Context: an optimization exercise on an open-source flow, tuned for small area, a short achievable clock period and few clock cycles per item. The choices shown serve that exercise and are no tape-out recipe.
RTL that was checked went through simulation tests only; none was proved equivalent to the original.
Only the layout flow was run in runs 7 to 9; the RTL was not checked for function there.
Power figures rest on the tool's default switching activity, not on a simulated workload.

--- design/flow/run.sh ---
#!/bin/bash
# synth_recipe.tcl (not shown) runs the flow's synth.tcl, then flattens the netlist and writes it again
# the make line also repeats each setting of config.mk as NAME=value (left out here)
make -C /OpenROAD-flow-scripts/flow DESIGN_CONFIG=/design/flow/config.mk WORK_HOME=/design/flow/orfs CLKGATE_MAP_FILE= SYNTH_SCRIPT=/design/flow/synth_recipe.tcl finish
--- design/flow/constraint.sdc ---
create_clock -name core_clock -period 7.0 [get_ports {clk}]
set_input_delay 1.4000 -clock core_clock [delete_from_list [all_inputs] [get_ports {clk}]]
set_output_delay 1.4000 -clock core_clock [all_outputs]
set_load 0.01 [all_outputs]
--- design/flow/config.mk ---
export PLATFORM = sky130hd
export DESIGN_NAME = if_fetch
export DESIGN_NICKNAME = if_fetch
export VERILOG_FILES = /design/flow/design.v
export SDC_FILE = /design/flow/constraint.sdc
export NUM_CORES = 4
export LEC_CHECK = 0
export CAP_MARGIN = 20
export CORE_MARGIN = 2
export CORE_UTILIZATION = 40
export SLEW_MARGIN = 20
--- design/flow/design.v ---
package if_fetch_pkg;
    localparam int unsigned INST_ADDR_W = 32;
    localparam int unsigned INST_W      = 32;
    typedef logic [INST_ADDR_W-1:0] inst_addr_bus_t;
    typedef logic [INST_W-1:0]      inst_bus_t;
    localparam inst_addr_bus_t RESET_PC_DEFAULT = 32'h0000_0000;
endpackage
module if_fetch
#(
    parameter if_fetch_pkg::inst_addr_bus_t RESET_PC = if_fetch_pkg::RESET_PC_DEFAULT
) (
    input  logic           clk,
    input  logic           rst,
    input  logic           stall_in,
    input  logic           branch_flag_in,
    input  if_fetch_pkg::inst_addr_bus_t branch_target_in,
    input  logic           mem_busy_in,
    input  logic           get_inst_in,
    input  if_fetch_pkg::inst_addr_bus_t inst_pc_in,
    input  if_fetch_pkg::inst_bus_t      inst_in,
    output logic           if_req_out,
    output if_fetch_pkg::inst_addr_bus_t addr_if_out,
    output if_fetch_pkg::inst_addr_bus_t pc_out,
    output if_fetch_pkg::inst_bus_t      inst_out,
    output logic           inst_valid_out,
    output logic           if_stall_req_out
);
    logic [31:2] fetch_q;      
    logic [31:2] pc_q;         
    logic [31:0] inst_q;       
    logic        valid_q;
    logic        discard_q;    
    logic        req_q;
    logic        ours_busy_c;  
    logic        hold_c;       
    logic        take_c;       
    assign ours_busy_c = mem_busy_in && !get_inst_in && (inst_pc_in[1:0] == 2'b00);
    assign hold_c      = valid_q && stall_in && !branch_flag_in;
    assign take_c      = get_inst_in && !discard_q && !branch_flag_in && !(valid_q && stall_in);
    always_ff @(posedge clk or posedge rst) begin
        if (rst) begin
            fetch_q   <= RESET_PC[31:2];
            valid_q   <= 1'b0;
            discard_q <= 1'b0;
            req_q     <= 1'b0;
        end else begin
            req_q <= 1'b1;
            if (branch_flag_in) begin
                fetch_q   <= branch_target_in[31:2];
                discard_q <= ours_busy_c;
                valid_q   <= 1'b0;
            end else begin
                if (take_c) fetch_q <= fetch_q + 30'd1;
                if (get_inst_in) discard_q <= 1'b0;
                valid_q <= hold_c || take_c;
            end
        end
    end
    always_ff @(posedge clk) begin
        if (!hold_c) begin
            pc_q   <= fetch_q;
            inst_q <= inst_in;
        end
    end
    assign if_req_out       = req_q;
    assign if_stall_req_out = req_q;
    assign addr_if_out      = {fetch_q, 2'b00};
    assign pc_out           = {pc_q, 2'b00};
    assign inst_out         = inst_q;
    assign inst_valid_out   = valid_q;
endmodule
==> flow_summary.toml, run 1 <==
[outcome]
status = "no timing/DRC/antenna violations"

[finish]
multi_input_area_sq_mm = 0.001106
n_fill_cell = 758
syn_to_final_growth_pct = 51.06
final_cell_mix = "164 x clkdlybuf4s50_1, 62 x edfxtp_1, 33 x dfrtp_1, 23 x nor2_1"
drive_gt1_share_pct = 5.011
num-nets-final = 557
seqCellArea_sq_mm = 0.002688
layout_commonest_cell = "clkdlybuf4s50_1"
n_antenna_cell = 0

[grt]
grt_max_degree = 63
grt_util_all_layers_pct = 18.61
overflow = 0
grt_antenna_before_repair = 0
grt_pass1_vias = 2843
grt_pass1_wl_um = 14880

[clock_tree]
root_buffer = "clkbuf_8"
clk_pin_slew_ns = 0.09
clkLatencyLatePin_ns = 0.36
cts_resized = 0
cts_tree = "built"
htreeDepth = 3
post_cts_buffers = 0
clockBufferDepth = 2
cts.sinks = 95
cts_buffers = 9
ctsHoldBuffers = 0

[worst_setup_path]
required_ns = 7.27
regToRegStartpoint = "discard_q"
arrival_ns = 4.26
ff2ff_setup_slack_ns = 4.16
setup.worst_path.start = "get_inst_in"
cp-end-kind = "flop"
crit_path_start_kind = "primary input"
crit_fanout = 21
crit_type = "primary input to flop"

[synthesis]
syn_area_sq_mm = 0.003881
synthFlopType = "edfxtp_1"
synthDistinctLibCells = 37
ys_seq_elements = 95
async_flop_share_pct = 34.74
synth_area_per_cell_sq_um = 13.20
seq_area_frac_synth_pct = 69.25
synthCells = 294
synth_edf_count = 62
yosys_warnings = 1

[detailed_routing]
ant_nets = 0
route.detailed.drc = 0
routed_wl_um = 9919
dr.pass1.iters = 5
first_iter_violations = 149
vias_per_cell = 5.216
vias = 3067
wire_per_inst_um = 16.87

[die]
io_pins = 201
die-height_um = 102.5
rows = 35
dieArea_sq_mm = 0.01051
design.core.area_sq_mm = 0.009328
initial_core_util_pct = 41.61
die_w_um = 102.5

[placed_design]
port_buffers = 164
gp_congestion = 0.7673
hpwlAfterDp_um = 6830

[min_path]
min-delay-start = "fetch_q[31]"
hp-class = "flop to flop"

[sta]
setup_violations = 0
worst_slew_pin_slew_ns = 0.9091
rsz0062_at_grt = "no"
slew_headroom_pct = 39.20
hold_viol = 0
fmax_mhz = 251.0
min_period_ns = 3.984
tns_ns = 0
post-route-period-util_pct = 56.92
slew_viol_final = 0
skew_ns = 0.01812
fin_hold_ws_ns = 0.5188

[pwr]
p_int_mw = 1.031
pwr-share-comb_pct = 17.1
power_density_mw_per_mm2 = 231.8
swShare_pct = 24.15
p_switching_mw = 0.3283
p_seq_share_pct = 51.0
p_clk_share_pct = 31.9
p_leak_nw = 2.133
vdd_ir_drop_max_mv = 0.1083

[flow_run]
maxCapViolations = 0
==> power groups by stage <==
stage | Sequential [mW] | Combinational, mW | Clock (mW)
finish | 0.693 | 0.233 | 0.434
global route | 0.701 | 0.252 | 0.461
CTS | 0.693 | 0.236 | 0.443
detailed placement | 0.706 | 0.235 | 0
global placement | 0.702 | 0.233 | 0
floorplan | 0.723 | 0.0594 | 0
==> per-layer routing <==
metal  global-route usage (%)  part of all wire (%)  vias to the layer above
met5                        0                     0                        -
met4                    5.231                  0.63                        0
met3                    5.288                   9.7                        9
li1                         -                     -                     1461
met1                    24.97                    43                     1460
met2                    29.86                    47                      137
==> cell usage after synthesis, drive strengths merged, types with 5 or more instances <==
cell / instances / area share (%)
xor2: 5 / 1.1
nand4: 19 / 3.4
o31ai: 17 / 3.3
nand3: 14 / 1.8
o21ai: 9 / 1.2
or4: 17 / 3.3
nor2: 23 / 2.2
and3: 5 / 0.84
a31oi: 18 / 2.9
clkbuf: 12 / 1.2
buf: 8 / 1.5
edfxtp: 62 / 48
dfrtp: 33 / 21
nand2: 18 / 1.7
and4: 6 / 1.4
==> critical path, cell delays in order <==
cell and delay, ns:
clkdlybuf4s50_1 0.47, nor2b_1 0.68, nand3_1 0.79, or4_1 0.72
a31oi_1 0.19
==> metrics by stage <==
stage	cell area [sq um]	cells	util [%]	power (mW)	setup slack, ns
floorplan	3892	297	-	0.7819	2.769
global placement	5619	572	60.24	0.9357	2.768
detailed placement	5619	572	60.24	0.9406	2.672
CTS	5863	588	62.86	1.372	3.037
global route	5863	588	62.86	1.414	2.762
finish	5863	588	62.86	1.359	3.016
==> flip-flops by register name, summed over array words and instances (netlist names) <==
register / flops
pc_q: 30
valid_q: 1
fetch_q: 30
inst_q: 32
req_q: 1
discard_q: 1
==> path summary, 6_finish.rpt <==
path / endpoint / depth (start not counted)
max in group asynchronous: fetch_q[28] / 3
min in group asynchronous: fetch_q[6] / 3
hold reg to reg: pc_q[31] / 0
setup / recovery: fetch_q[11] / 5
setup reg to reg: fetch_q[11] / 4
hold / removal: pc_q[31] / 0
==> cells by family after synthesis <==
kind of cell,count (synthesis),share of synthesized area [%]
AOI/OAI and AO/OA,51,8.640
xor gates and xnor gates,6,1.354
adders and majority gates,1,0.3223
buffers and inverters,22,2.869
DFF,95,69.25
muxes,2,0.5480
other,2,0.1935
and+or+nand+nor,115,16.83
==> cell type report <==
class / count / share of cell area, %
clock buffers: 10 / 2.177
flip-flops and latches: 95 / 45.84
inverters: 2 / 0.1280
multi-input cells: 180 / 18.86
clock inverters: 6 / 1.985
repair buffers: 166 / 28.25
well taps: 129 / 2.753
Testbench counts, summed over its fixed seeds: cycles 202,670, insts 34,194.
==> inputs of run 2 (changes only) <==
==> design/flow/flow/run.sh (new file) <==
#!/bin/bash
set -euo pipefail
bash standard.sh \
  BUFFER_PORTS_ARGS="-buffer_cell sky130_fd_sc_hd__buf_1" \
  finish > standard_flow.log 2>&1
==> design/flow/standard.sh (new file) <==
#!/bin/bash
# synth_recipe.tcl (not shown) runs the flow's synth.tcl, then flattens the netlist and writes it again
# the make line also repeats each setting of config.mk as NAME=value (left out here)
make -C /OpenROAD-flow-scripts/flow DESIGN_CONFIG=/design/flow/config.mk WORK_HOME=/design/flow/orfs CLKGATE_MAP_FILE= SYNTH_SCRIPT=/design/flow/synth_recipe.tcl "${@:-finish}"
removed: design/flow/run.sh
==> run 2 against run 1 <==
Against the previous run: non-clock buffer count increased by 1; core utilization shrank 11 points; highest routed layer unchanged; sequential share of layout area grew 9.7 points; global-route usage is 1.5 points lower; die area did not move.
==> flow_summary.toml, run 2 <==
[synthesis]
yosys_warnings = 1
synth-simple-area-share_pct = 16.83
synthXorXnorAreaFrac_pct = 1.354
yosys-mux-area-fraction_pct = 0.5480
syn_area_sq_mm = 0.003881
async_flop_share_pct = 34.74
synth_compound_area_share_pct = 8.640
ys_seq_elements = 95
synth-adder-area-share_pct = 0.3224
synthCells = 294
synthFlopType = "edfxtp_1"
yosysTopAreaCell = "edfxtp_1"
seq_area_frac_synth_pct = 69.25
synth_commonest_cells = "62 x edfxtp_1, 33 x dfrtp_1, 23 x nor2_1"
synth_top_family_by_area = "simple AND/OR/NAND/NOR gates"
synthTopCellsByArea = "edfxtp_1 48%, dfrtp_1 21%, o31ai_1 3.3%, or4_1 3.3%, a31oi_1 2.9%"
synth.most_common_cell = "edfxtp_1"
synth_area_per_cell_sq_um = 13.20
synth_top_area_share_pct = 47.97
synthDistinctLibCells = 37
synth_edf_count = 62

[finish]
largest_register_ffs = 32
drive_gt1_share_pct = 5.229
n_antenna_cell = 0
syn_to_final_growth_pct = 24.69
top_register = "inst_q"
utilization_pct = 51.88
reg_top3 = "inst_q (32), fetch_q (30), pc_q (30)"
layout_commonest_cell = "buf_1"
num-nets-final = 558
seqCellArea_sq_mm = 0.002688
final_cell_mix = "164 x buf_1, 62 x edfxtp_1, 33 x dfrtp_1, 23 x nor2_1"
n_fill_cell = 846
multi_input_area_sq_mm = 0.001106

[sta]
min_period_ns = 3.589
post-route-period-util_pct = 51.27
skew_ns = 0.009426
tns_ns = 0
fin_hold_ws_ns = 0.5258
slew_headroom_pct = 40.12
fmax_mhz = 278.7
worst_slew_pin_slew_ns = 0.8983
setup_violations = 0
rsz0062_at_grt = "no"
slew_viol_final = 0
hold_viol = 0

[detailed_routing]
top_layer = "met4"
first_iter_violations = 127
met2WireLength_um = 4212
wl_met3_um = 959
ant_nets = 0
vias = 3040
vias_per_cell = 5.170
dr.pass1.iters = 4
wl_met1_um = 3949
wire_per_inst_um = 15.72
route.detailed.drc = 0
routed_wl_um = 9244

[grt]
grt_pass1_vias = 2682
grt_max_degree = 63
grt_util_all_layers_pct = 17.08
grt_antenna_before_repair = 0
grt_pass1_wl_um = 13530
overflow = 0

[min_path]
min-delay-start = "fetch_q[31]"
hp-class = "flop to flop"

[outcome]
status = "no timing/DRC/antenna violations"

[worst_setup_path]
crit_fanout = 21
setup.worst_path.start = "get_inst_in"
cp-end-kind = "flop"
crit_path_start_kind = "primary input"
crit_type = "primary input to flop"
regToRegStartpoint = "discard_q"
arrival_ns = 3.86
required_ns = 7.27

[die]
rows = 35
design.core.area_sq_mm = 0.009328
io_pins = 201
die_w_um = 102.5
dieArea_sq_mm = 0.01051
die-height_um = 102.5
initial_core_util_pct = 41.61

[placed_design]
port_buffers = 164
gp_congestion = 0.7842
hpwlAfterDp_um = 6278

[clock_tree]
cts_tree = "built"
cts_resized = 0
root_buffer = "clkbuf_8"
cts.sinks = 95
ctsHoldBuffers = 0
htreeDepth = 3
clockBufferDepth = 2
cts_buffers = 9
clkLatencyLatePin_ns = 0.35
clk_pin_slew_ns = 0.09
post_cts_buffers = 0

[pwr]
power_mw = 1.264
p_leak_nw = 1.683
power_density_mw_per_mm2 = 261.2
vdd_ir_drop_max_mv = 0.1016

[flow_run]
maxCapViolations = 0
-- run 2: changes by cell type in the layout (fill, tap and decap cells not counted) --
| cell | change |
|---|---|
| buf_4 | +1 |
| clkbuf_1 | -1 |
| inv_6 | +1 |
| clkdlybuf4s50_1 | -164 |
| clkinvlp_4 | +1 |
| clkinv_4 | -2 |
| buf_1 | +164 |
-- run 2: final timing paths --
| kind | end | slack, ns | cells after the start |
|---|---|---|---|
| max in group asynchronous | fetch_q[27] | 5.56 | 3 |
| min reg2reg | pc_q[31] | 0.53 | 0 |
| min in group asynchronous | fetch_q[7] | 1.11 | 3 |
| max | fetch_q[29] | 3.41 | 5 |
| max reg2reg | fetch_q[29] | 4.19 | 4 |
| min | pc_q[31] | 0.53 | 0 |
-- run 2: cell type report --
cell class                 instances  area share, %
multi-input combinational        180          22.85
clock buffer                       9          2.559
tap                              129          3.335
sequential                        95          55.53
clock inverter                     6          2.378
inverter                           2         0.1551
timing repair buffer             167          13.19
-- run 2: critical path, stage by stage --
cell	delay, ns
buf_1	0.09
nor2b_1	0.68
nand3_1	0.78
or4_1	0.71
a31oi_1	0.18
-- run 2: power breakdown --
group	total [mW]	switching, mW	internal, mW	leakage [nW]
sequential	0.692	0.0388	0.653	1.03
clock	0.426	0.188	0.238	0.116
combinational	0.146	0.0935	0.0527	0.540
-- run 2: logic make-up after synthesis --
logic type      Yosys count
flops                    95
xor+xnor                  6
simple gates            115
other cells               2
fa+ha+maj                 1
mux                       2
buf+inv                  22
compound gates           51
-- run 2: per-stage QoR --
step                area [sq um]  cells  worst slack, ns
finish                      4840    588            3.411
global route                4840    588            3.171
CTS                         4840    588            3.438
detailed placement          4601    573            3.061
global placement            4601    573            3.075
floorplan                   3892    297            2.769
-- run 2: layer usage --
layer,up-vias,GRT usage (%)
met4,0,5.641
li1,1462,-
met3,10,5.085
met2,143,27.40
met5,-,0
met1,1425,22.35
==> inputs of run 3 (changes only) <==
--- a/design/flow/config.mk
+++ b/design/flow/config.mk
@@ -6,6 +6,8 @@
 export NUM_CORES = 4
 export LEC_CHECK = 0
+export ABC_AREA = 1
 export CAP_MARGIN = 20
 export CORE_MARGIN = 2
 export CORE_UTILIZATION = 40
+export SETUP_SLACK_MARGIN = 5
 export SLEW_MARGIN = 20
==> run 3 against run 2 <==
Against the previous run: sequential power increased by 1%; worst hold slack improved by 0.061 ns; clock skew increased by 0.0039 ns; global-route usage increased by 4.4 points; highest routed layer unchanged; setup slack improved by 1.2 ns; largest power group unchanged; critical path type is now flop to output pin.
==> flow_summary.toml, run 3 <==
[grt]
grt_util_all_layers_pct = 21.48
grt_pass1_vias = 3846
grt_pass1_wl_um = 18920
overflow = 0
gr-max-usage-layer = "met2"
grt_antenna_before_repair = 0
grt_use_met2_pct = 35.18
grt_util_met3_pct = 4.961
met1_usage_pct = 27.13
grt_max_degree = 51

[pwr]
p_leak_nw = 2.823
vdd_ir_drop_max_mv = 0.09228
power_mw = 1.430
power_density_mw_per_mm2 = 227.2

[sta]
min_period_ns = 2.352
setup_violations = 0
fmax_mhz = 425.1
rsz0062_at_grt = "yes"
skew_ns = 0.01331
slew_viol_final = 0
slew_headroom_pct = 48.35
layout_setup_ws_ns = 4.648
post-route-period-util_pct = 33.60
tns_ns = 0
worst_slew_pin_slew_ns = 0.7731
hold_viol = 0

[die]
io_pins = 201
rows = 38
design.core.area_sq_mm = 0.01075
die_w_um = 108.6
die-height_um = 108.6
dieArea_sq_mm = 0.01180
initial_core_util_pct = 40.75

[worst_setup_path]
path_delay_family = "flip-flops"
crit_chain = "buf_6"
arrival_ns = 0.95
crit_slowest_cell = "dfrtp_2"
cp_num_buf_inv = 1
cp_num_cells = 1
crit_path_start_kind = "flop"
max_stage_delay_ns = 0.45
reg2reg_depth = 11
cp-end-kind = "output pin"
crit_type = "flop to output pin"
required_ns = 5.60
crit_fanout = 2

[detailed_routing]
routed_wl_um = 12610
vias_per_cell = 4.811
ant_nets = 0
route.detailed.drc = 0
vias = 4017
first_iter_violations = 195
wire_per_inst_um = 15.11
dr.pass1.iters = 4

[placed_design]
hpwlAfterDp_um = 7576
place_ws_ns = 3.663
port_buffers = 164
gp_congestion = 0.8655

[synthesis]
synth_commonest_cells = "137 x nand2_1, 65 x nor2_1, 62 x edfxtp_1"
synth_top_area_share_pct = 42.51
synth.most_common_cell = "nand2_1"
yosys_warnings = 1
syn_area_sq_mm = 0.004379
synthTopCellsByArea = "edfxtp_1 43%, dfrtp_1 19%, nand2_1 12%, nor2_1 5.6%, inv_1 4.0%"
seq_area_frac_synth_pct = 61.37
synthDistinctLibCells = 31
ys_seq_elements = 95
yosysTopAreaCell = "edfxtp_1"
synthFlopType = "edfxtp_1"
synth_edf_count = 62
synth_area_per_cell_sq_um = 9.438
async_flop_share_pct = 34.74
synthCells = 464

[finish]
n_antenna_cell = 0
top_register = "inst_q"
num-nets-final = 793
drive_gt1_share_pct = 31.94
syn_to_final_growth_pct = 43.69
n_fill_cell = 974
layout_commonest_cell = "nand2_1"
final_cell_mix = "136 x nand2_1, 81 x buf_1, 65 x clkbuf_2, 62 x edfxtp_1, 58 x nor2_1"
utilization_pct = 58.56
reg_top3 = "inst_q (32), fetch_q (30), pc_q (30)"
largest_register_ffs = 32

[clock_tree]
clkLatencyLatePin_ns = 0.37
cts.sinks = 95
clk_pin_slew_ns = 0.10
htreeDepth = 3
cts_tree = "built"
ctsHoldBuffers = 0
clockBufferDepth = 2
cts_buffers = 9
root_buffer = "clkbuf_8"

[flow_run]
maxCapViolations = 0

[min_path]
hp-class = "flop to flop"
min_path_cells = 3

[outcome]
status = "no timing/DRC/antenna violations"
[run 3: kinds of logic after synthesis]
kind of cell	Yosys count	synth area share (%)
and+or+nand+nor	259	26.20
AOI/OAI and AO/OA	42	5.771
adders and majority gates	1	0.2857
other	2	0.1715
buffers and inverters	65	6.200
DFF	95	61.37
[run 3: per-stage QoR]
step,hold slack [ns],cell area [sq um],cells
global placement,0.5190,5199,755
detailed placement,0.5251,5199,755
global route,0.6071,6292,835
CTS,0.5762,6030,824
floorplan,0.5525,4552,467
finish,0.5870,6292,835
[run 3: routing by layer]
layer	vias up	part of all wire [%]
met5	-	0
met4	0	2.6
met3	24	9.6
met2	190	46
met1	1840	42
li1	1963	-
[run 3: cell type report]
cell class / instances / area, sq um / share of cell area, %
repair buffers: 220 / 1340 / 21.30
multi-input cells: 314 / 1654 / 26.29
clock buffers: 9 / 123.9 / 1.969
repair inverters: 1 / 6.256 / 0.09942
flip-flops and latches: 95 / 2706 / 43.01
clock inverters: 7 / 70.07 / 1.114
inverters: 49 / 216.5 / 3.440
well taps: 140 / 175.2 / 2.784
[run 3: final timing paths]
path                                  start               to  slack, ns
worst max register to register   fetch_q[6]      fetch_q[25]       5.25
min in group asynchronous               rst      fetch_q[10]       1.14
worst max-delay path            fetch_q[18]  addr_if_out[18]       4.65
worst min-delay path              discard_q          valid_q       0.59
max in group asynchronous               rst       fetch_q[6]       5.38
worst min register to register    discard_q          valid_q       0.59
[run 3: power by group]
part | internal (mW) | leakage [nW] | switching (mW)
Sequential | 0.670 | 1.01 | 0.0287
Combinational | 0.157 | 1.72 | 0.208
Clock | 0.165 | 0.0913 | 0.200
Total | 0.993 | 2.82 | 0.437
[run 3: what timing repair did]
action / in CTS / in global routing
pin swaps: 11 / 5
hold endpoints to repair: 0 / 0
buffers inserted: 46 / 9
resized for setup: 58 / 94
cloned: 7 / 2
setup endpoints to repair: 189 / 187
==> inputs of run 4 (changes only) <==
--- a/design/flow/config.mk
+++ b/design/flow/config.mk
@@ -6,5 +6,4 @@
 export NUM_CORES = 4
 export LEC_CHECK = 0
-export ABC_AREA = 1
 export CAP_MARGIN = 20
 export CORE_MARGIN = 2
==> run 4 against run 3 <==
Against the previous run: design area shrank 2.7%; clock power shrank 5%; sequential power shrank 3.1%; clock skew is essentially flat; fmax shrank 3.0%; register-to-register slack lost 0.38 ns; global-route usage grew 0.88 points; power shrank 8.3%; combinational power shrank 22%; first-iteration DRC count shrank 22%; largest cell class unchanged; largest power group unchanged.
==> flow_summary.toml, run 4 <==
[sta]
setup_violations = 0
tns_ns = 0
worst_slew_pin_slew_ns = 0.7830
rsz0062_at_grt = "yes"
min_period_ns = 2.426
slew_headroom_pct = 47.69
skew_ns = 0.01321
slew_viol_final = 0
layout_setup_ws_ns = 4.574
fmax_mhz = 412.2
hold_viol = 0
fin_hold_ws_ns = 0.5249
post-route-period-util_pct = 34.65

[worst_setup_path]
required_ns = 7.28
cp-end-kind = "flop"
crit_type = "primary input to flop"
path_delay_family = "simple AND/OR/NAND/NOR gates"
cp_common_cell = "buf_6"
max_stage_delay_ns = 0.40
cp_num_buf_inv = 3
crit_chain = "buf_6, nor2b_4, buf_6, nand3_4, buf_4, or4_4, a31oi_1"
crit_slowest_cell = "or4_4"
crit_fanout = 7
crit_path_start_kind = "primary input"
arrival_ns = 2.70

[finish]
final_cell_mix = "78 x clkbuf_2, 70 x buf_1, 65 x buf_4, 62 x edfxtp_1, 23 x nor2_1"
top_register = "inst_q"
drive_gt1_share_pct = 45.64
num-nets-final = 648
reg_top3 = "inst_q (32), fetch_q (30), pc_q (30)"
n_antenna_cell = 0
n_fill_cell = 742
utilization_pct = 65.65
layout_commonest_cell = "clkbuf_2"
largest_register_ffs = 32
syn_to_final_growth_pct = 57.77

[synthesis]
syn_area_sq_mm = 0.003881
yosysTopAreaCell = "edfxtp_1"
synth_edf_count = 62
synth_top_area_share_pct = 47.97
synth.most_common_cell = "edfxtp_1"
synthCells = 294
synth_area_per_cell_sq_um = 13.20
synth_commonest_cells = "62 x edfxtp_1, 33 x dfrtp_1, 23 x nor2_1"
yosys_warnings = 1
seq_area_frac_synth_pct = 69.25
async_flop_share_pct = 34.74
ys_seq_elements = 95
synthFlopType = "edfxtp_1"
synthTopCellsByArea = "edfxtp_1 48%, dfrtp_1 21%, o31ai_1 3.3%, or4_1 3.3%, a31oi_1 2.9%"
synthDistinctLibCells = 37

[grt]
overflow = 0
grt_pass1_vias = 3248
grt_pass1_wl_um = 17390
grt_max_degree = 34
grt_antenna_before_repair = 0
grt_util_all_layers_pct = 22.36

[placed_design]
place_ws_ns = 3.829
hpwlAfterDp_um = 6325
gp_congestion = 0.7742
port_buffers = 164

[detailed_routing]
route.detailed.drc = 0
ant_nets = 0
dr.pass1.iters = 4
vias_per_cell = 5.311
routed_wl_um = 12640
vias = 3606
first_iter_violations = 153
wire_per_inst_um = 18.61

[die]
initial_core_util_pct = 41.61
die-height_um = 102.5
io_pins = 201
die_w_um = 102.5
dieArea_sq_mm = 0.01051
design.core.area_sq_mm = 0.009328
rows = 35

[clock_tree]
cts.sinks = 95
cts_buffers = 9
clk_pin_slew_ns = 0.10
cts_tree = "built"
htreeDepth = 3
clockBufferDepth = 2
clkLatencyLatePin_ns = 0.36
ctsHoldBuffers = 0
root_buffer = "clkbuf_8"

[pwr]
power_density_mw_per_mm2 = 214.1
vdd_ir_drop_max_mv = 0.1064
p_leak_nw = 2.450

[min_path]
hp-class = "flop to flop"

[outcome]
status = "no timing/DRC/antenna violations"

[flow_run]
maxCapViolations = 0
run 4: kinds of logic after synthesis:
| logic type | count (synthesis) | synth area share (%) |
|---|---|---|
| adders and majority gates | 1 | 0.3223 |
| and+or+nand+nor | 115 | 16.83 |
| other | 2 | 0.1935 |
| xor gates and xnor gates | 6 | 1.354 |
| DFF | 95 | 69.25 |
| muxes | 2 | 0.5480 |
| AOI/OAI and AO/OA | 51 | 8.640 |
| buffers and inverters | 22 | 2.869 |
run 4: report_power, final:
| part | total (mW) | internal, mW | switching, mW | leakage [nW] |
|---|---|---|---|---|
| Clock | 0.349 | 0.137 | 0.212 | 0.0940 |
| Sequential | 0.677 | 0.655 | 0.0226 | 1.01 |
| Combinational | 0.284 | 0.131 | 0.153 | 1.35 |
run 4: what timing repair did:
action / 4_1_cts / 5_1_grt
resized for setup: 67 / 108
setup buffers: 59 / 19
pin swaps: 20 / 24
setup endpoints to repair: 185 / 187
gates cloned: 12 / 2
endpoints found under the hold margin: 0 / 0
run 4: worst paths after layout:
check                             from          end  slack [ns]  cells after the start
max in group asynchronous          rst  fetch_q[16]        5.36                      2
hold / removal             fetch_q[31]     pc_q[31]        0.52                      0
setup / recovery           get_inst_in  fetch_q[20]        4.57                      7
min in group asynchronous          rst  fetch_q[24]        1.15                      2
setup reg to reg            fetch_q[4]  fetch_q[27]        4.87                      6
hold reg to reg            fetch_q[31]     pc_q[31]        0.52                      0
run 4: layout make-up:
class                   count  area [sq um]  share of cell area, %
inverters                   2         37.54                 0.6130
repair inverters            2         32.53                 0.5313
multi-input cells         190          1405                  22.95
clock inverters             7         61.31                  1.001
flip-flops and latches     95          2711                  44.28
well taps                 129         161.4                  2.636
clock buffers               9         123.9                  2.023
repair buffers            245          1590                  25.97
run 4: per-layer routing:
layer | track usage (%) | vias up | wire [um]
met1 | 30.24 | 1704 | 5149
met5 | 0 | - | 0
met3 | 5.492 | 15 | 1232
met4 | 5.436 | 0 | 221
li1 | - | 1678 | -
met2 | 36.55 | 209 | 6032
run 4: through the flow:
| step | instances | power, mW | area (sq um) |
|---|---|---|---|
| 3_3_place_gp | 571 | 0.8527 | 4642 |
| 6_report | 679 | 1.311 | 6123 |
| 5_1_grt | 679 | 1.364 | 6123 |
| 4_1_cts | 658 | 1.282 | 5724 |
| 2_1_floorplan | 297 | 0.7918 | 4050 |
| 3_5_place_dp | 571 | 0.8568 | 4642 |
run 4: worst register-to-register path: stages (launching register included):
cell	delay [ns]
dfrtp_2	0.38
buf_4	0.10
buf_4	0.13
and3_1	0.29
nand4_4	0.38
or4_1	0.62
a31oi_1	0.16
==> inputs of run 5 (changes only) <==
--- a/design/flow/config.mk
+++ b/design/flow/config.mk
@@ -9,4 +9,4 @@
 export CORE_MARGIN = 2
 export CORE_UTILIZATION = 40
-export SETUP_SLACK_MARGIN = 5
+export SETUP_SLACK_MARGIN = 4.5
 export SLEW_MARGIN = 20
==> run 5 against run 4 <==
Against the previous run: core utilization shrank 12 points; non-clock buffer count shrank 61; synthesized cell count is the same; critical path type is now flop to output pin; worst hold slack lost 0.0045 ns; fmax shrank 4.8%; setup slack lost 0.12 ns; clock-buffer cell count grew 1; critical endpoint is now inst_valid_out.
==> flow_summary.toml, run 5 <==
[synthesis]
synth_edf_count = 62
async_flop_share_pct = 34.74
synth_area_per_cell_sq_um = 13.20
synth_top_area_share_pct = 47.97
synthCells = 294
syn_area_sq_mm = 0.003881
ys_seq_elements = 95
synthFlopType = "edfxtp_1"
yosys_warnings = 1
synthDistinctLibCells = 37
seq_area_frac_synth_pct = 69.25
yosysTopAreaCell = "edfxtp_1"
synth_commonest_cells = "62 x edfxtp_1, 33 x dfrtp_1, 23 x nor2_1"
synthTopCellsByArea = "edfxtp_1 48%, dfrtp_1 21%, o31ai_1 3.3%, or4_1 3.3%, a31oi_1 2.9%"
synth.most_common_cell = "edfxtp_1"

[sta]
min_period_ns = 2.549
tns_ns = 0
worst_slew_pin_slew_ns = 0.5264
slew_headroom_pct = 64.91
fmax_mhz = 392.3
post-route-period-util_pct = 36.41
hold_viol = 0
setup_violations = 0
slew_viol_final = 0
skew_ns = 0.01665
rsz0062_at_grt = "yes"

[grt]
grt_max_degree = 63
grt_pass1_wl_um = 13910
grt_util_all_layers_pct = 17.39
overflow = 0
grt_antenna_before_repair = 0
grt_pass1_vias = 2711

[worst_setup_path]
reg2reg_depth = 4
crit_fanout = 5
cp_num_buf_inv = 1
crit_type = "flop to output pin"
crit_chain = "buf_1"
crit_slowest_cell = "dfrtp_1"
arrival_ns = 1.15
max_stage_delay_ns = 0.59
cp_num_cells = 1
cp-end-kind = "output pin"
path_delay_family = "flip-flops"
required_ns = 5.60
crit_path_start_kind = "flop"
ff2ff_setup_slack_ns = 5.06

[die]
die-height_um = 102.5
io_pins = 201
die_w_um = 102.5
rows = 35
initial_core_util_pct = 41.61
design.core.area_sq_mm = 0.009328
dieArea_sq_mm = 0.01051

[clock_tree]
clk_pin_slew_ns = 0.10
cts_buffers = 9
clockBufferDepth = 2
cts_tree = "built"
cts.sinks = 95
root_buffer = "clkbuf_8"
htreeDepth = 3
clkLatencyLatePin_ns = 0.36

[detailed_routing]
dr.pass1.iters = 4
first_iter_violations = 128
routed_wl_um = 9926
ant_nets = 0
vias_per_cell = 5.148
wire_per_inst_um = 16.30
vias = 3135
route.detailed.drc = 0

[outcome]
status = "no timing/DRC/antenna violations"

[finish]
layout_commonest_cell = "buf_1"
num-nets-final = 578
n_antenna_cell = 0
final_cell_area_sq_mm = 0.005034
syn_to_final_growth_pct = 29.69
reg_top3 = "inst_q (32), fetch_q (30), pc_q (30)"
largest_register_ffs = 32
final_cell_mix = "164 x buf_1, 62 x edfxtp_1, 27 x dfrtp_1, 23 x nor2_1, 19 x buf_4"
drive_gt1_share_pct = 11.67
top_register = "inst_q"

[pwr]
power_density_mw_per_mm2 = 238.1
p_leak_nw = 1.754
vdd_ir_drop_max_mv = 0.1240

[flow_run]
maxCapViolations = 0

[min_path]
hp-class = "flop to flop"
min_path_cells = 0

[placed_design]
hpwlAfterDp_um = 6163
port_buffers = 164
place_area_sq_mm = 0.004618
gp_congestion = 0.7270
## run 5: cell counts after synthesis
No cell type changed its count.
## run 5: per-layer routing
layer / wire, um / vias to the layer above / part of all wire (%) / global-route usage [%]
met5: 0 / - / 0 / 0
met4: 109 / 0 / 1.1 / 6.154
met3: 888 / 11 / 8.9 / 4.339
met2: 4682 / 145 / 47 / 27.90
met1: 4246 / 1468 / 43 / 23.14
li1: - / 1511 / - / -
## run 5: area by class of cell
type	instances	area, sq um
clock buffers	10	127.6
repair buffers	184	778.2
fillers	868	4294
well taps	129	161.4
multi-input cells	183	1196
flip-flops and latches	95	2695
clock inverters	6	55.05
inverters	2	20.02
## run 5: kinds of logic (layout without fill, tap and decap cells)
| logic type | Yosys count | after routing | share of synthesized area, % |
|---|---|---|---|
| AO/OA/AOI/OAI | 51 | 51 | 8.640 |
| XOR/XNOR | 6 | 6 | 1.354 |
| adder cells (fa/ha/maj) | 1 | 1 | 0.3223 |
| buffers and inverters | 22 | 202 | 2.869 |
| flip-flops | 95 | 95 | 69.25 |
| multiplexers | 2 | 2 | 0.5480 |
| other | 2 | 5 | 0.1935 |
| AND/OR/NAND/NOR | 115 | 118 | 16.83 |
## run 5: path summary, 6_finish.rpt
check,from,endpoint
worst max-delay path,valid_q,inst_valid_out
worst min-delay path,fetch_q[31],pc_q[31]
worst max register to register,fetch_q[5],fetch_q[23]
worst min register to register,fetch_q[31],pc_q[31]
max in group asynchronous,rst,fetch_q[21]
min in group asynchronous,rst,fetch_q[19]
## run 5: repair_timing
item,4_1_cts,5_1_grt
setup endpoints to repair,83,88
pin swaps,1,4
setup buffers,0,18
hold buffers,0,0
cloned,0,3
hold endpoints to repair,0,0
resized for setup,4,10
## run 5: power by group
group / switching, mW / internal, mW
logic: 0.103 / 0.0625
registers: 0.0387 / 0.653
clock network: 0.205 / 0.136
## run 5: stage by stage
stage / hold slack, ns / util [%] / total power [mW] / setup slack (ns) / instances
after floorplan: 0.5198 / - / 0.7866 / 4.343 / 297
after global placement: 0.4873 / 49.51 / 0.8494 / 3.615 / 572
after detailed placement: 0.4976 / 49.51 / 0.8532 / 3.599 / 572
after CTS: 0.5238 / 51.70 / 1.198 / 4.216 / 588
after global routing: 0.5534 / 53.96 / 1.256 / 4.400 / 609
final: 0.5204 / 53.96 / 1.198 / 4.451 / 609
==> inputs of run 6 (changes only) <==
--- a/design/flow/config.mk
+++ b/design/flow/config.mk
@@ -6,4 +6,5 @@
 export NUM_CORES = 4
 export LEC_CHECK = 0
+export ABC_CLOCK_PERIOD_IN_PS = 1500
 export CAP_MARGIN = 20
 export CORE_MARGIN = 2
==> run 6 against run 5 <==
Against the previous run: still clean; non-clock buffer count unchanged; combinational power about the same; sequential share of layout area unchanged; setup slack unchanged; critical path type unchanged; highest routed layer unchanged.
==> flow_summary.toml, run 6 <==
[outcome]
status = "no timing/DRC/antenna violations"

[flow_run]
maxCapViolations = 0

[pwr]
p_int_mw = 0.8522
p_seq_share_pct = 57.7
power_density_mw_per_mm2 = 238.1
vdd_ir_drop_max_mv = 0.1240
pwr-share-comb_pct = 13.8
p_switching_mw = 0.3463
swShare_pct = 28.90
p_leak_nw = 1.754
p_clk_share_pct = 28.5

[clock_tree]
cts_buffers = 9
cts.sinks = 95
clockBufferDepth = 2
root_buffer = "clkbuf_8"
htreeDepth = 3
clk_pin_slew_ns = 0.10
clkLatencyLatePin_ns = 0.36
cts_tree = "built"

[sta]
slew_viol_final = 0
tns_ns = 0
post-route-period-util_pct = 36.41
slew_headroom_pct = 64.91
rsz0062_at_grt = "yes"
setup_violations = 0
worst_slew_pin_slew_ns = 0.5264
skew_ns = 0.01665
hold_viol = 0
min_period_ns = 2.549
fmax_mhz = 392.3

[synthesis]
synth_area_per_cell_sq_um = 13.20
yosysTopAreaCell = "edfxtp_1"
synth_top_area_share_pct = 47.97
synthDistinctLibCells = 37
synthFlopType = "edfxtp_1"
synth_edf_count = 62
seq_area_frac_synth_pct = 69.25
syn_area_sq_mm = 0.003881
synthCells = 294
async_flop_share_pct = 34.74
ys_seq_elements = 95
synth.most_common_cell = "edfxtp_1"
synth_commonest_cells = "62 x edfxtp_1, 33 x dfrtp_1, 23 x nor2_1"
synthTopCellsByArea = "edfxtp_1 48%, dfrtp_1 21%, o31ai_1 3.3%, or4_1 3.3%, a31oi_1 2.9%"
yosys_warnings = 1

[detailed_routing]
first_iter_violations = 128
dr.pass1.iters = 4
ant_nets = 0
vias = 3135
vias_per_cell = 5.148
route.detailed.drc = 0
routed_wl_um = 9926
wire_per_inst_um = 16.30

[finish]
seqCellArea_sq_mm = 0.002695
utilization_pct = 53.96
multi_input_area_sq_mm = 0.001196
n_fill_cell = 868
final_cell_mix = "164 x buf_1, 62 x edfxtp_1, 27 x dfrtp_1, 23 x nor2_1, 19 x buf_4"
drive_gt1_share_pct = 11.67
layout_commonest_cell = "buf_1"
syn_to_final_growth_pct = 29.69
reg_top3 = "inst_q (32), fetch_q (30), pc_q (30)"
top_register = "inst_q"
largest_register_ffs = 32
num-nets-final = 578
n_antenna_cell = 0

[die]
die_w_um = 102.5
rows = 35
design.core.area_sq_mm = 0.009328
dieArea_sq_mm = 0.01051
io_pins = 201
die-height_um = 102.5
initial_core_util_pct = 41.61

[grt]
grt_util_all_layers_pct = 17.39
grt_pass1_wl_um = 13910
grt_max_degree = 63
grt_pass1_vias = 2711
grt_antenna_before_repair = 0
overflow = 0

[worst_setup_path]
crit_fanout = 5
crit_chain = "buf_1"
crit_slowest_cell = "dfrtp_1"
cp_num_buf_inv = 1
crit_type = "flop to output pin"
crit_path_start_kind = "flop"
required_ns = 5.60
path_delay_family = "flip-flops"
arrival_ns = 1.15
reg2reg_depth = 4
cp-end-kind = "output pin"
max_stage_delay_ns = 0.59
cp_num_cells = 1

[placed_design]
gp_congestion = 0.7270
hpwlAfterDp_um = 6163
port_buffers = 164

[min_path]
min_path_cells = 0
hp-class = "flop to flop"
==> run 6: what timing repair did <==
item,CTS,global route
setup buffers,0,18
resized for setup,4,10
hold buffers,0,0
pin swaps,1,4
gates cloned,0,3
setup endpoints to repair,83,88
==> run 6: cell type report <==
cell class | count | share of cell area, %
multi-input combinational | 183 | 23.76
tap | 129 | 3.207
timing repair buffer | 184 | 15.46
sequential | 95 | 53.54
inverter | 2 | 0.3977
clock buffer | 10 | 2.535
clock inverter | 6 | 1.094
==> run 6: layer usage <==
layer / global-route usage, % / share of wire, % / vias up
met5: 0 / 0 / -
met4: 6.154 / 1.1 / 0
met3: 4.339 / 8.9 / 11
met2: 27.90 / 47 / 145
met1: 23.14 / 43 / 1468
li1: - / - / 1511
==> run 6: metrics by stage <==
| stage | instance area [sq um] | hold WS, ns | total power [mW] | worst slack [ns] | cells |
|---|---|---|---|---|---|
| final | 5034 | 0.5204 | 1.198 | 4.451 | 609 |
| after floorplan | 3985 | 0.5198 | 0.7866 | 4.343 | 297 |
| after CTS | 4822 | 0.5238 | 1.198 | 4.216 | 588 |
| after global placement | 4618 | 0.4873 | 0.8494 | 3.615 | 572 |
| after detailed placement | 4618 | 0.4976 | 0.8532 | 3.599 | 572 |
| after global routing | 5034 | 0.5534 | 1.256 | 4.400 | 609 |
==> run 6: worst paths after layout <==
check	startpoint	to	slack (ns)
max	valid_q	inst_valid_out	4.45
min	fetch_q[31]	pc_q[31]	0.52
max reg2reg	fetch_q[5]	fetch_q[23]	5.06
min reg2reg	fetch_q[31]	pc_q[31]	0.52
max in group asynchronous	rst	fetch_q[21]	5.54
min in group asynchronous	rst	fetch_q[19]	1.09
==> run 6: kinds of logic after synthesis <==
| family | synth area share (%) |
|---|---|
| AND/OR/NAND/NOR | 16.83 |
| other | 0.1935 |
| buffers and inverters | 2.869 |
| flip-flops | 69.25 |
| XOR/XNOR | 1.354 |
| multiplexers | 0.5480 |
| adder cells (fa/ha/maj) | 0.3223 |
| AO/OA/AOI/OAI | 8.640 |
==> run 6: power by group through the flow <==
stage / logic [mW] / registers (mW) / clock network [mW]
floorplan: 0.0644 / 0.722 / 0
global placement: 0.148 / 0.702 / 0
detailed placement: 0.150 / 0.703 / 0
CTS: 0.152 / 0.691 / 0.354
global route: 0.184 / 0.701 / 0.372
finish: 0.165 / 0.692 / 0.341
==> inputs of run 7 (changes only) <==
--- a/design/flow/design.v
+++ b/design/flow/design.v
@@ -26,13 +26,15 @@
     output logic           if_stall_req_out
 );
-    logic [31:2] fetch_q;      
     logic [31:2] pc_q;         
+    logic        next_q;       
     logic [31:0] inst_q;       
     logic        valid_q;
     logic        discard_q;    
     logic        req_q;
+    logic [31:2] fetch_c;      
     logic        ours_busy_c;  
     logic        hold_c;       
     logic        take_c;       
+    assign fetch_c     = pc_q + {29'd0, next_q};
     assign ours_busy_c = mem_busy_in && !get_inst_in && (inst_pc_in[1:0] == 2'b00);
     assign hold_c      = valid_q && stall_in && !branch_flag_in;
@@ -40,5 +42,6 @@
     always_ff @(posedge clk or posedge rst) begin
         if (rst) begin
-            fetch_q   <= RESET_PC[31:2];
+            pc_q      <= RESET_PC[31:2];
+            next_q    <= 1'b0;
             valid_q   <= 1'b0;
             discard_q <= 1'b0;
@@ -47,9 +50,13 @@
             req_q <= 1'b1;
             if (branch_flag_in) begin
-                fetch_q   <= branch_target_in[31:2];
+                pc_q      <= branch_target_in[31:2];
+                next_q    <= 1'b0;
                 discard_q <= ours_busy_c;
                 valid_q   <= 1'b0;
             end else begin
-                if (take_c) fetch_q <= fetch_q + 30'd1;
+                if (take_c) begin
+                    pc_q   <= fetch_c;
+                    next_q <= 1'b1;
+                end
                 if (get_inst_in) discard_q <= 1'b0;
                 valid_q <= hold_c || take_c;
@@ -58,12 +65,9 @@
     end
     always_ff @(posedge clk) begin
-        if (!hold_c) begin
-            pc_q   <= fetch_q;
-            inst_q <= inst_in;
-        end
+        if (!hold_c) inst_q <= inst_in;
     end
     assign if_req_out       = req_q;
     assign if_stall_req_out = req_q;
-    assign addr_if_out      = {fetch_q, 2'b00};
+    assign addr_if_out      = {fetch_c, 2'b00};
     assign pc_out           = {pc_q, 2'b00};
     assign inst_out         = inst_q;
--- a/design/flow/config.mk
+++ b/design/flow/config.mk
@@ -6,5 +6,4 @@
 export NUM_CORES = 4
 export LEC_CHECK = 0
-export ABC_CLOCK_PERIOD_IN_PS = 1500
 export CAP_MARGIN = 20
 export CORE_MARGIN = 2
==> run 7 against run 6 <==
Against the previous run: still clean on timing, DRC and antenna; power down 0.29%; critical path depth up 5; die area down 12%; clock power up 26%; critical path type unchanged; critical endpoint is now addr_if_out[25].
==> flow_summary.toml, run 7 <==
[sta]
slew_viol_final = 0
setup_violations = 0
slew_headroom_pct = 60.55
fmax_mhz = 285.5
tns_ns = 0
min_period_ns = 3.502
post-route-period-util_pct = 50.03
layout_setup_ws_ns = 3.498
worst_slew_pin_slew_ns = 0.5904
skew_ns = 0.01338
rsz0062_at_grt = "yes"
hold_viol = 0
fin_hold_ws_ns = 0.5428

[finish]
drive_gt1_share_pct = 43.25
reg_top3 = "inst_q (32), pc_q (30)"
final_cell_mix = "135 x buf_1, 42 x buf_4, 32 x edfxtp_1, 25 x buf_2"
n_fill_cell = 625
syn_to_final_growth_pct = 69.66
top_register = "inst_q"
layout_commonest_cell = "buf_1"
n_antenna_cell = 0
num-nets-final = 641
largest_register_ffs = 32

[clock_tree]
root_buffer = "clkbuf_8"
cts_tree = "built"
clk_pin_slew_ns = 0.08
clockBufferDepth = 2
cts.sinks = 66
cts_buffers = 9
htreeDepth = 3
clkLatencyLatePin_ns = 0.35
ctsHoldBuffers = 0

[grt]
grt_pass1_wl_um = 16830
grt_pass1_vias = 3195
grt_antenna_before_repair = 0
overflow = 0
grt_max_degree = 35
grt_util_all_layers_pct = 24.48

[synthesis]
yosys_warnings = 1
async_flop_share_pct = 51.52
synth_commonest_cells = "34 x dfrtp_1, 32 x edfxtp_1, 31 x nand2_1"
synth.most_common_cell = "dfrtp_1"
synth_area_per_cell_sq_um = 11.05
synthDistinctLibCells = 50
seq_area_frac_synth_pct = 53.25
synthCells = 308
ys_seq_elements = 66
syn_area_sq_mm = 0.003402
synth_top_area_share_pct = 28.25
synth_edf_count = 32
synthTopCellsByArea = "edfxtp_1 28%, dfrtp_1 25%, xnor2_1 5.4%, nand2_1 3.4%, nand3_1 3.4%"
yosysTopAreaCell = "edfxtp_1"
synthFlopType = "dfrtp_1"

[worst_setup_path]
cp-end-kind = "output pin"
crit_path_start_kind = "flop"
ff2ff_setup_slack_ns = 4.81
crit_type = "flop to output pin"
regToRegStartpoint = "pc_q[6]"
crit_fanout = 7
required_ns = 5.60
r2r-end = "pc_q[29]"
arrival_ns = 2.10
reg2reg_depth = 9

[min_path]
min_path_cells = 2
min-delay-start = "discard_q"
hold_end = "discard_q"
hp-class = "flop to flop"

[pwr]
swShare_pct = 28.96
power_mw = 1.195
pwr-share-comb_pct = 22.4
p_switching_mw = 0.3461
p_clk_share_pct = 36.0
power_density_mw_per_mm2 = 207.1
vdd_ir_drop_max_mv = 0.1373
p_int_mw = 0.8490
p_leak_nw = 2.429
p_seq_share_pct = 41.5

[placed_design]
port_buffers = 164
hpwlAfterDp_um = 6559
gp_congestion = 0.7787
place_ws_ns = 3.086

[detailed_routing]
vias = 3419
routed_wl_um = 11810
first_iter_violations = 142
vias_per_cell = 5.293
ant_nets = 0
dr.pass1.iters = 5
wire_per_inst_um = 18.28
route.detailed.drc = 0

[die]
dieArea_sq_mm = 0.009258
die-height_um = 96.22
initial_core_util_pct = 41.40
rows = 33
design.core.area_sq_mm = 0.008217
io_pins = 201
die_w_um = 96.22

[flow_run]
maxCapViolations = 0

[outcome]
status = "no timing/DRC/antenna violations"
-- run 7: changes by cell type after synthesis, sizes merged, moves of 7 or more --
| cell | before | now |
|---|---|---|
| buf | 8 | 16 |
| nand3 | 14 | 26 |
| a31oi | 18 | 1 |
| a221o | 0 | 8 |
| xnor2 | 1 | 21 |
| or4 | 17 | 0 |
| edfxtp | 62 | 32 |
| nand4 | 19 | 12 |
| nor2 | 23 | 15 |
| o21ai | 9 | 19 |
| nand2 | 18 | 31 |
| o31ai | 17 | 1 |
-- run 7: how the worst max path moves through the flow --
stage          startpoint              end  slack (ns)
2_1_floorplan    pc_q[14]  addr_if_out[27]        3.95
3_3_place_gp       next_q  addr_if_out[17]        3.11
3_5_place_dp       next_q  addr_if_out[25]        3.09
4_1_cts          pc_q[12]  addr_if_out[15]        3.51
5_1_grt           pc_q[6]  addr_if_out[25]        3.40
6_report          pc_q[6]  addr_if_out[25]        3.50
-- run 7: timing repair --
action                     4_1_cts  5_1_grt
pin swaps                       28       15
hold endpoints to repair         0        0
gates cloned                     9        1
setup buffers                   45       17
setup endpoints to repair       64       65
gates resized for setup         97       36
-- run 7: through the flow --
stage / util (%) / instance area [sq um] / std cells
after floorplan: - / 3829 / 311
after global placement: 53.59 / 4403 / 558
after detailed placement: 53.59 / 4403 / 558
after CTS: 66.79 / 5488 / 628
after global routing: 70.25 / 5772 / 646
final: 70.25 / 5772 / 646
-- run 7: logic make-up (layout without fill, tap and decap cells) --
logic type / Yosys count / after routing / synth area share [%]
xor+xnor: 28 / 28 / 7.209
buf+inv: 28 / 252 / 4.266
other cells: 2 / 5 / 0.2208
compound gates: 58 / 58 / 12.10
simple gates: 120 / 126 / 20.96
mux: 3 / 3 / 0.8827
flops: 66 / 66 / 53.25
fa+ha+maj: 3 / 3 / 1.103
-- run 7: layout make-up --
cell class | count | area [sq um] | share of cell area (%)
Tap cell | 105 | 131.4 | 2.276
Inverter | 4 | 16.27 | 0.2818
Clock inverter | 6 | 137.6 | 2.385
Clock buffer | 10 | 127.6 | 2.211
Timing Repair Buffer | 232 | 1426 | 24.71
Sequential cell | 66 | 1841 | 31.89
Multi-Input combinational cell | 223 | 2092 | 36.25
-- run 7: worst max-delay path, cell delays in order, from the launching register on --
cell and delay, ns:
dfrtp_2 0.49, nand3_4 0.20, nor4_4 0.33, buf_12 0.16, nand4_1 0.22, xnor2_2 0.20
buf_2 0.14
-- run 7: power groups by stage --
| stage | clock [mW] | combinational, mW | sequential [mW] |
|---|---|---|---|
| 2_1_floorplan | 0 | 0.120 | 0.506 |
| 3_3_place_gp | 0 | 0.188 | 0.502 |
| 3_5_place_dp | 0 | 0.190 | 0.505 |
| 4_1_cts | 0.434 | 0.249 | 0.494 |
| 5_1_grt | 0.452 | 0.289 | 0.502 |
| 6_report | 0.431 | 0.268 | 0.496 |
-- run 7: metal layers --
| layer | up-vias | global-route usage (%) | part of all wire, % |
|---|---|---|---|
| met2 | 156 | 41.15 | 49 |
| met5 | - | 0 | 0 |
| met1 | 1653 | 30.66 | 41 |
| met3 | 14 | 5.795 | 8.1 |
| li1 | 1596 | - | - |
| met4 | 0 | 8.690 | 1.6 |
==> inputs of run 8 (changes only) <==
--- a/design/flow/config.mk
+++ b/design/flow/config.mk
@@ -9,4 +9,4 @@
 export CORE_MARGIN = 2
 export CORE_UTILIZATION = 40
-export SETUP_SLACK_MARGIN = 4.5
+export SETUP_SLACK_MARGIN = 5
 export SLEW_MARGIN = 20
==> run 8 against run 7 <==
Against the previous run: design area up 11%; flip-flop and latch count is the same; synthesized area unchanged; critical endpoint is now addr_if_out[13].
==> flow_summary.toml, run 8 <==
[outcome]
status = "no timing/DRC/antenna violations"

[clock_tree]
root_buffer = "clkbuf_8"
clkLatencyLatePin_ns = 0.36
cts.sinks = 66
cts_tree = "built"
clk_pin_slew_ns = 0.08
htreeDepth = 3
cts_buffers = 9
clockBufferDepth = 2

[detailed_routing]
wire_per_inst_um = 19.08
vias = 3615
ant_nets = 0
vias_per_cell = 5.224
dr.pass1.iters = 4
first_iter_violations = 159
routed_wl_um = 13210
route.detailed.drc = 0

[synthesis]
synthTopCellsByArea = "edfxtp_1 28%, dfrtp_1 25%, xnor2_1 5.4%, nand2_1 3.4%, nand3_1 3.4%"
async_flop_share_pct = 51.52
syn_area_sq_mm = 0.003402
synthDistinctLibCells = 50
ys_seq_elements = 66
synthFlopType = "dfrtp_1"
synthCells = 308
synth_edf_count = 32
seq_area_frac_synth_pct = 53.25
synth_top_area_share_pct = 28.25
synth_commonest_cells = "34 x dfrtp_1, 32 x edfxtp_1, 31 x nand2_1"
synth.most_common_cell = "dfrtp_1"
yosys_warnings = 1
synth_area_per_cell_sq_um = 11.05
yosysTopAreaCell = "edfxtp_1"

[pwr]
p_switching_mw = 0.3708
power_density_mw_per_mm2 = 192.4
vdd_ir_drop_max_mv = 0.1223
p_clk_share_pct = 32.5
p_int_mw = 0.8570
swShare_pct = 30.20
p_seq_share_pct = 39.8
p_leak_nw = 2.847
pwr-share-comb_pct = 27.8

[sta]
slew_headroom_pct = 45.26
tns_ns = 0
skew_ns = 0.01474
setup_violations = 0
hold_viol = 0
rsz0062_at_grt = "yes"
min_period_ns = 3.524
post-route-period-util_pct = 50.35
worst_slew_pin_slew_ns = 0.8193
fmax_mhz = 283.7
slew_viol_final = 0

[worst_setup_path]
path_delay_family = "simple AND/OR/NAND/NOR gates"
arrival_ns = 2.12
crit_chain = "ha_4, nand4_4, buf_6, buf_6, nor3_4, and3_4, xnor2_2, buf_2"
max_stage_delay_ns = 0.43
crit_fanout = 3
cp_common_cell = "buf_6"
crit_path_start_kind = "flop"
cp-end-kind = "output pin"
cp_num_buf_inv = 3
required_ns = 5.60
crit_slowest_cell = "dfrtp_2"
crit_type = "flop to output pin"

[finish]
largest_register_ffs = 32
n_antenna_cell = 0
top_register = "inst_q"
n_fill_cell = 535
layout_commonest_cell = "buf_1"
reg_top3 = "inst_q (32), pc_q (30)"
drive_gt1_share_pct = 61.16
syn_to_final_growth_pct = 87.61
final_cell_mix = "80 x buf_1, 66 x buf_4, 52 x buf_6, 34 x buf_2, 34 x clkbuf_2"
num-nets-final = 687
final_cell_area_sq_mm = 0.006382

[placed_design]
port_buffers = 164
place_area_sq_mm = 0.004417
hpwlAfterDp_um = 6432
gp_congestion = 0.7621

[grt]
grt_util_all_layers_pct = 25.82
overflow = 0
grt_max_degree = 35
grt_antenna_before_repair = 0
grt_pass1_vias = 3300
grt_pass1_wl_um = 17740

[die]
dieArea_sq_mm = 0.009258
design.core.area_sq_mm = 0.008217
die-height_um = 96.22
initial_core_util_pct = 41.40
die_w_um = 96.22
io_pins = 201
rows = 33

[min_path]
hp-class = "flop to flop"

[flow_run]
maxCapViolations = 0
==> run 8: cell counts after synthesis <==
No cell type changed its count.
==> run 8: layout make-up <==
| class | instances | area, sq um | area share (%) |
|---|---|---|---|
| inverter | 4 | 20.02 | 0.3137 |
| timing repair buffer | 275 | 1894 | 29.68 |
| clock inverter | 6 | 115.1 | 1.804 |
| clock buffer | 10 | 127.6 | 2.000 |
| multi-input combinational | 226 | 2243 | 35.15 |
| tap | 105 | 131.4 | 2.058 |
| sequential | 66 | 1851 | 28.99 |
==> run 8: power by group through the flow <==
stage | combinational [mW] | sequential, mW | clock (mW)
after floorplan | 0.123 | 0.506 | 0
after global placement | 0.189 | 0.503 | 0
after detailed placement | 0.191 | 0.505 | 0
after CTS | 0.267 | 0.495 | 0.402
after global routing | 0.363 | 0.494 | 0.421
final | 0.341 | 0.488 | 0.399
==> run 8: kinds of logic (layout without fill, tap and decap cells) <==
logic type               after synthesis  in the layout  share of synthesized area (%)
AND/OR/NAND/NOR                      120            129                          20.96
multiplexers                           3              3                         0.8827
XOR/XNOR                              28             28                          7.209
buffers and inverters                 28            295                          4.266
adder cells (fa/ha/maj)                3              3                          1.103
other                                  2              5                         0.2208
flip-flops                            66             66                          53.25
AO/OA/AOI/OAI                         58             58                          12.10
==> run 8: timing repair <==
action | in CTS | in global routing
pin swaps | 47 | 36
gates cloned | 12 | 0
hold buffers | 0 | 0
endpoints found under the setup margin | 160 | 126
gates resized for setup | 152 | 103
setup buffers | 62 | 45
==> run 8: final timing paths <==
path / to / cells past startpoint / from / slack (ns)
max: addr_if_out[13] / 8 / next_q / 3.48
min: discard_q / 2 / discard_q / 0.54
max reg2reg: pc_q[17] / 9 / next_q / 4.71
min reg2reg: discard_q / 2 / discard_q / 0.54
max in group asynchronous: pc_q[16] / 2 / rst / 5.33
min in group asynchronous: pc_q[5] / 2 / rst / 1.18
==> run 8: worst register-to-register path, stage by stage, from the launching register on <==
cell and delay, ns:
dfrtp_2 0.43, ha_4 0.17, nand4_4 0.16, nor4_4 0.23, buf_4 0.20, nand4_1 0.21, buf_4 0.20, buf_4 0.13
a21o_1 0.17, a221o_1 0.29
==> run 8: through the flow <==
stage | instances | hold WS, ns | power, mW | worst slack [ns] | util [%]
after floorplan | 311 | 0.5047 | 0.6296 | 3.946 | -
after global placement | 557 | 0.5234 | 0.6921 | 2.992 | 53.75
after detailed placement | 557 | 0.5321 | 0.6957 | 2.989 | 53.75
after CTS | 647 | 0.5411 | 1.164 | 3.538 | 69.61
after global routing | 692 | 0.5652 | 1.278 | 3.396 | 77.68
final | 692 | 0.5399 | 1.228 | 3.476 | 77.68
==> run 8: routing by layer <==
| layer | track usage (%) | vias to the layer above | part of all wire, % |
|---|---|---|---|
| met5 | 0 | - | 0 |
| met4 | 9.881 | 0 | 1.7 |
| met3 | 5.247 | 18 | 7.8 |
| met2 | 42.30 | 167 | 50 |
| met1 | 33.53 | 1741 | 41 |
| li1 | - | 1689 | - |
==> inputs of run 9 (changes only) <==
==> design/flow/design.v (replaced) <==
package if_fetch_pkg;
    localparam int unsigned INST_ADDR_W = 32;
    localparam int unsigned INST_W      = 32;
    typedef logic [INST_ADDR_W-1:0] inst_addr_bus_t;
    typedef logic [INST_W-1:0]      inst_bus_t;
    localparam inst_addr_bus_t RESET_PC_DEFAULT = 32'h0000_0000;
endpackage
module if_fetch
#(
    parameter if_fetch_pkg::inst_addr_bus_t RESET_PC = if_fetch_pkg::RESET_PC_DEFAULT
) (
    input  logic           clk,
    input  logic           rst,
    input  logic           stall_in,
    input  logic           branch_flag_in,
    input  if_fetch_pkg::inst_addr_bus_t branch_target_in,
    input  logic           mem_busy_in,
    input  logic           get_inst_in,
    input  if_fetch_pkg::inst_addr_bus_t inst_pc_in,
    input  if_fetch_pkg::inst_bus_t      inst_in,
    output logic           if_req_out,
    output if_fetch_pkg::inst_addr_bus_t addr_if_out,
    output if_fetch_pkg::inst_addr_bus_t pc_out,
    output if_fetch_pkg::inst_bus_t      inst_out,
    output logic           inst_valid_out,
    output logic           if_stall_req_out
);
    logic [31:2] fetch_q;      
    logic [31:2] pc_q;         
    logic [31:0] inst_q;       
    logic        valid_q;
    logic        discard_q;    
    logic        req_q;        
    logic [31:2] fetch_inc_c;
    logic        ours_busy_c;  
    logic        hold_c;       
    logic        take_c;       
    assign fetch_inc_c = fetch_q + 30'd1;
    assign ours_busy_c = mem_busy_in && !get_inst_in && (inst_pc_in[1:0] == 2'b00);
    assign hold_c      = valid_q && stall_in;
    assign take_c      = get_inst_in && !discard_q && !hold_c;
    always_ff @(posedge clk or posedge rst) begin
        if (rst) begin
            valid_q   <= 1'b0;
            discard_q <= 1'b0;
            req_q     <= 1'b0;
        end else begin
            req_q     <= 1'b1;
            valid_q   <= !branch_flag_in && (hold_c || (get_inst_in && !discard_q));
            discard_q <= branch_flag_in ? ours_busy_c : (discard_q && !get_inst_in);
        end
    end
    always_ff @(posedge clk) begin
        if (branch_flag_in)
            fetch_q <= branch_target_in[31:2];
        else if (!req_q)
            fetch_q <= RESET_PC[31:2];
        else if (take_c)
            fetch_q <= fetch_inc_c;
    end
    always_ff @(posedge clk) begin
        if (!hold_c) begin
            pc_q   <= fetch_q;
            inst_q <= inst_in;
        end
    end
    assign if_req_out       = req_q;
    assign if_stall_req_out = req_q;
    assign addr_if_out      = {fetch_q, 2'b00};
    assign pc_out           = {pc_q, 2'b00};
    assign inst_out         = inst_q;
    assign inst_valid_out   = valid_q;
endmodule
--- a/design/flow/config.mk
+++ b/design/flow/config.mk
@@ -9,4 +9,4 @@
 export CORE_MARGIN = 2
 export CORE_UTILIZATION = 40
-export SETUP_SLACK_MARGIN = 5
+export SETUP_SLACK_MARGIN = 4.8
 export SLEW_MARGIN = 20
==> run 9 against run 8 <==
Against the previous run: power increased by 12%; first-iteration DRC count increased by 58%; sequential share of layout area increased by 21 points; synthesized area increased by 18%; sequential power increased by 46%; final cell count decreased by 4.9%; critical path type unchanged; largest cell class is now sequential cells.
==> flow_summary.toml, run 9 <==
[outcome]
status = "no timing/DRC/antenna violations"

[synthesis]
synth.most_common_cell = "edfxtp_1"
ys_seq_elements = 95
synth_commonest_cells = "92 x edfxtp_1, 41 x nand2_1, 18 x nor2_1"
synth_edf_count = 92
syn_area_sq_mm = 0.004016
async_flop_share_pct = 3.158
synthDistinctLibCells = 42
synth_top_area_share_pct = 68.79
yosys_warnings = 1
synth_area_per_cell_sq_um = 13.66
synthFlopType = "edfxtp_1"
synthTopCellsByArea = "edfxtp_1 69%, nand2_1 3.8%, xnor2_1 2.6%, o21ai_0 2.1%, dfrtp_1 1.9%"
yosysTopAreaCell = "edfxtp_1"
synthCells = 294
seq_area_frac_synth_pct = 70.65

[sta]
setup_violations = 0
slew_viol_final = 0
rsz0062_at_grt = "yes"
tns_ns = 0
hold_viol = 0
min_period_ns = 2.418
post-route-period-util_pct = 34.54
fmax_mhz = 413.6
layout_setup_ws_ns = 4.582
skew_ns = 0.009248

[worst_setup_path]
crit_path_start_kind = "flop"
crit_chain = "clkbuf_2"
crit_slowest_cell = "edfxtp_1"
crit_type = "flop to output pin"
max_stage_delay_ns = 0.48
required_ns = 5.60
cp-end-kind = "output pin"
cp_num_buf_inv = 1
crit_fanout = 3
arrival_ns = 1.02
path_delay_family = "flip-flops"

[detailed_routing]
routed_wl_um = 10800
route.detailed.drc = 0
vias_per_cell = 5.005
vias = 3293
ant_nets = 0
dr.pass1.iters = 5
wire_per_inst_um = 16.41
first_iter_violations = 252

[finish]
layout_commonest_cell = "edfxtp_1"
seqCellArea_sq_mm = 0.002839
top_register = "inst_q"
final_cell_mix = "92 x edfxtp_1, 79 x buf_1, 77 x clkbuf_2, 58 x buf_4, 38 x nand2_1"
syn_to_final_growth_pct = 41.15
largest_register_ffs = 32
final_cell_area_sq_mm = 0.005669
n_antenna_cell = 0
multi_input_area_sq_mm = 0.001140
n_fill_cell = 852
drive_gt1_share_pct = 33.52
num-nets-final = 623
reg_top3 = "inst_q (32), fetch_q (30), pc_q (30)"

[placed_design]
place_area_sq_mm = 0.004783
place_ws_ns = 3.414
port_buffers = 164
gp_congestion = 0.7857
hpwlAfterDp_um = 6794

[flow_run]
maxCapViolations = 0

[grt]
overflow = 0
grt_util_all_layers_pct = 19.87
grt_util_met3_pct = 5.388
grt_use_met2_pct = 32.47
gr-max-usage-layer = "met2"
grt_antenna_before_repair = 0
met1_usage_pct = 24.97
grt_max_degree = 61
grt_pass1_wl_um = 16630
grt_pass1_vias = 3151

[clock_tree]
clockBufferDepth = 2
htreeDepth = 3
cts_tree = "built"
cts.sinks = 95
root_buffer = "clkbuf_8"
clkLatencyLatePin_ns = 0.36
cts_buffers = 9
clk_pin_slew_ns = 0.10

[die]
die-height_um = 104.2
io_pins = 201
design.core.area_sq_mm = 0.009774
initial_core_util_pct = 41.09
die_w_um = 104.2
dieArea_sq_mm = 0.01086
rows = 36

[pwr]
vdd_ir_drop_max_mv = 0.09499
p_leak_nw = 2.333
power_density_mw_per_mm2 = 243.6

[min_path]
hp-class = "flop to flop"
==> run 9: cell count changes in the layout (fill, tap and decap cells not counted), moves of 21 or more <==
cell      previous run  this run
buf_2               34         2
buf_6               52         7
clkbuf_2            34        77
dfrtp_2             31         1
edfxtp_1            32        92
xnor2_2             21         0
==> run 9: cell type report <==
type / count / share of cell area [%]
multi-input combinational: 183 / 20.11
inverter: 5 / 0.3973
timing repair buffer: 226 / 22.20
tap: 133 / 2.935
sequential: 95 / 50.08
clock inverter: 7 / 2.097
clock buffer: 9 / 2.185
==> run 9: path summary, 6_finish.rpt <==
check,depth (start not counted),from,slack (ns),endpoint
worst max-delay path,1,fetch_q[21],4.58,addr_if_out[21]
worst min-delay path,0,fetch_q[2],0.54,pc_q[2]
worst max register to register,9,fetch_q[2],4.87,fetch_q[26]
worst min register to register,0,fetch_q[2],0.54,pc_q[2]
max in group asynchronous,2,rst,6.02,req_q
min in group asynchronous,2,rst,0.85,discard_q
==> run 9: report_power, final <==
| group | leakage (nW) | switching, mW | internal, mW |
|---|---|---|---|
| logic | 1.20 | 0.129 | 0.104 |
| clock network | 0.118 | 0.197 | 0.239 |
| registers | 1.02 | 0.0233 | 0.689 |
| total | 2.33 | 0.349 | 1.03 |
==> run 9: cell families after synthesis <==
| group | synth area share [%] |
|---|---|
| muxes | 0.4985 |
| AOI/OAI and AO/OA | 7.757 |
| DFF | 70.65 |
| xor gates and xnor gates | 3.053 |
| buffers and inverters | 2.336 |
| adders and majority gates | 0.3115 |
| and+or+nand+nor | 15.20 |
| other | 0.1870 |
==> run 9: routing by layer <==
layer / routed length, um / part of all wire [%]
met5: 0 / 0
met4: 229 / 2.1
met3: 780 / 7.2
met2: 5185 / 48
met1: 4605 / 43
==> run 9: what timing repair did <==
item	4_1_cts	5_1_grt
pin swaps	1	2
setup buffers	40	17
resized for setup	16	89
endpoints found under the setup margin	213	157
gates cloned	1	1
hold buffers	0	0
==> run 9: through the flow <==
| step | util (%) | hold slack, ns | cells | total power [mW] |
|---|---|---|---|---|
| global route | 58.00 | 0.5536 | 658 | 1.440 |
| CTS | 55.16 | 0.5216 | 640 | 1.366 |
| detailed placement | 48.94 | 0.5217 | 583 | 0.8959 |
| global placement | 48.94 | 0.5163 | 583 | 0.8915 |
| floorplan | - | 0.4980 | 297 | 0.8218 |
| finish | 58.00 | 0.5400 | 658 | 1.381 |

port drivers added, routing unchanged:
The flow's constraints put no driver on any port. The routed layouts listed below were extracted and timed again, unchanged, in two steps. Step 1 assumes that a clkbuf_16 drives the clock port and a buf_2 every other input. Step 2, shift: input delay + t, output delay - t, t = (earliest + latest rising clock arrival at the registers) / 2. This alone moves slack from input paths to output paths. Slacks: no drivers / after step 1 / after step 2; pairs: no drivers / after step 1.
| run | t (ns) | setup WS [ns] | worst slew at a driven data input, ns |
|---|---|---|---|
| run 1 | 0.383 | 3.016 / 3.008 / 2.625 | 0.06 |
| run 2 | 0.381 | 3.411 / 3.418 / 3.037 | 0.05 |
| run 3 | 0.396 | 4.648 / 4.614 / 4.396 | 0.10 |
| run 4 | 0.385 | 4.574 / 4.569 / 4.184 | 0.05 |
| run 5 | 0.392 | 4.451 / 4.417 / 4.119 | 0.05 |
| run 6 | 0.392 | 4.451 / 4.417 / 4.119 | 0.05 |
| run 7 | 0.378 | 3.498 / 3.465 / 3.843 | 0.06 |
| run 8 | 0.385 | 3.476 / 3.441 / 3.825 | 0.14 |
| run 9 | 0.389 | 4.582 / 4.537 / 4.148 | 0.15 |
After both steps setup and hold are still met in every run listed. For run 9, which loses most, drivers alone change the setup slack by -0.045 ns; drivers and shift together by -0.434 ns.
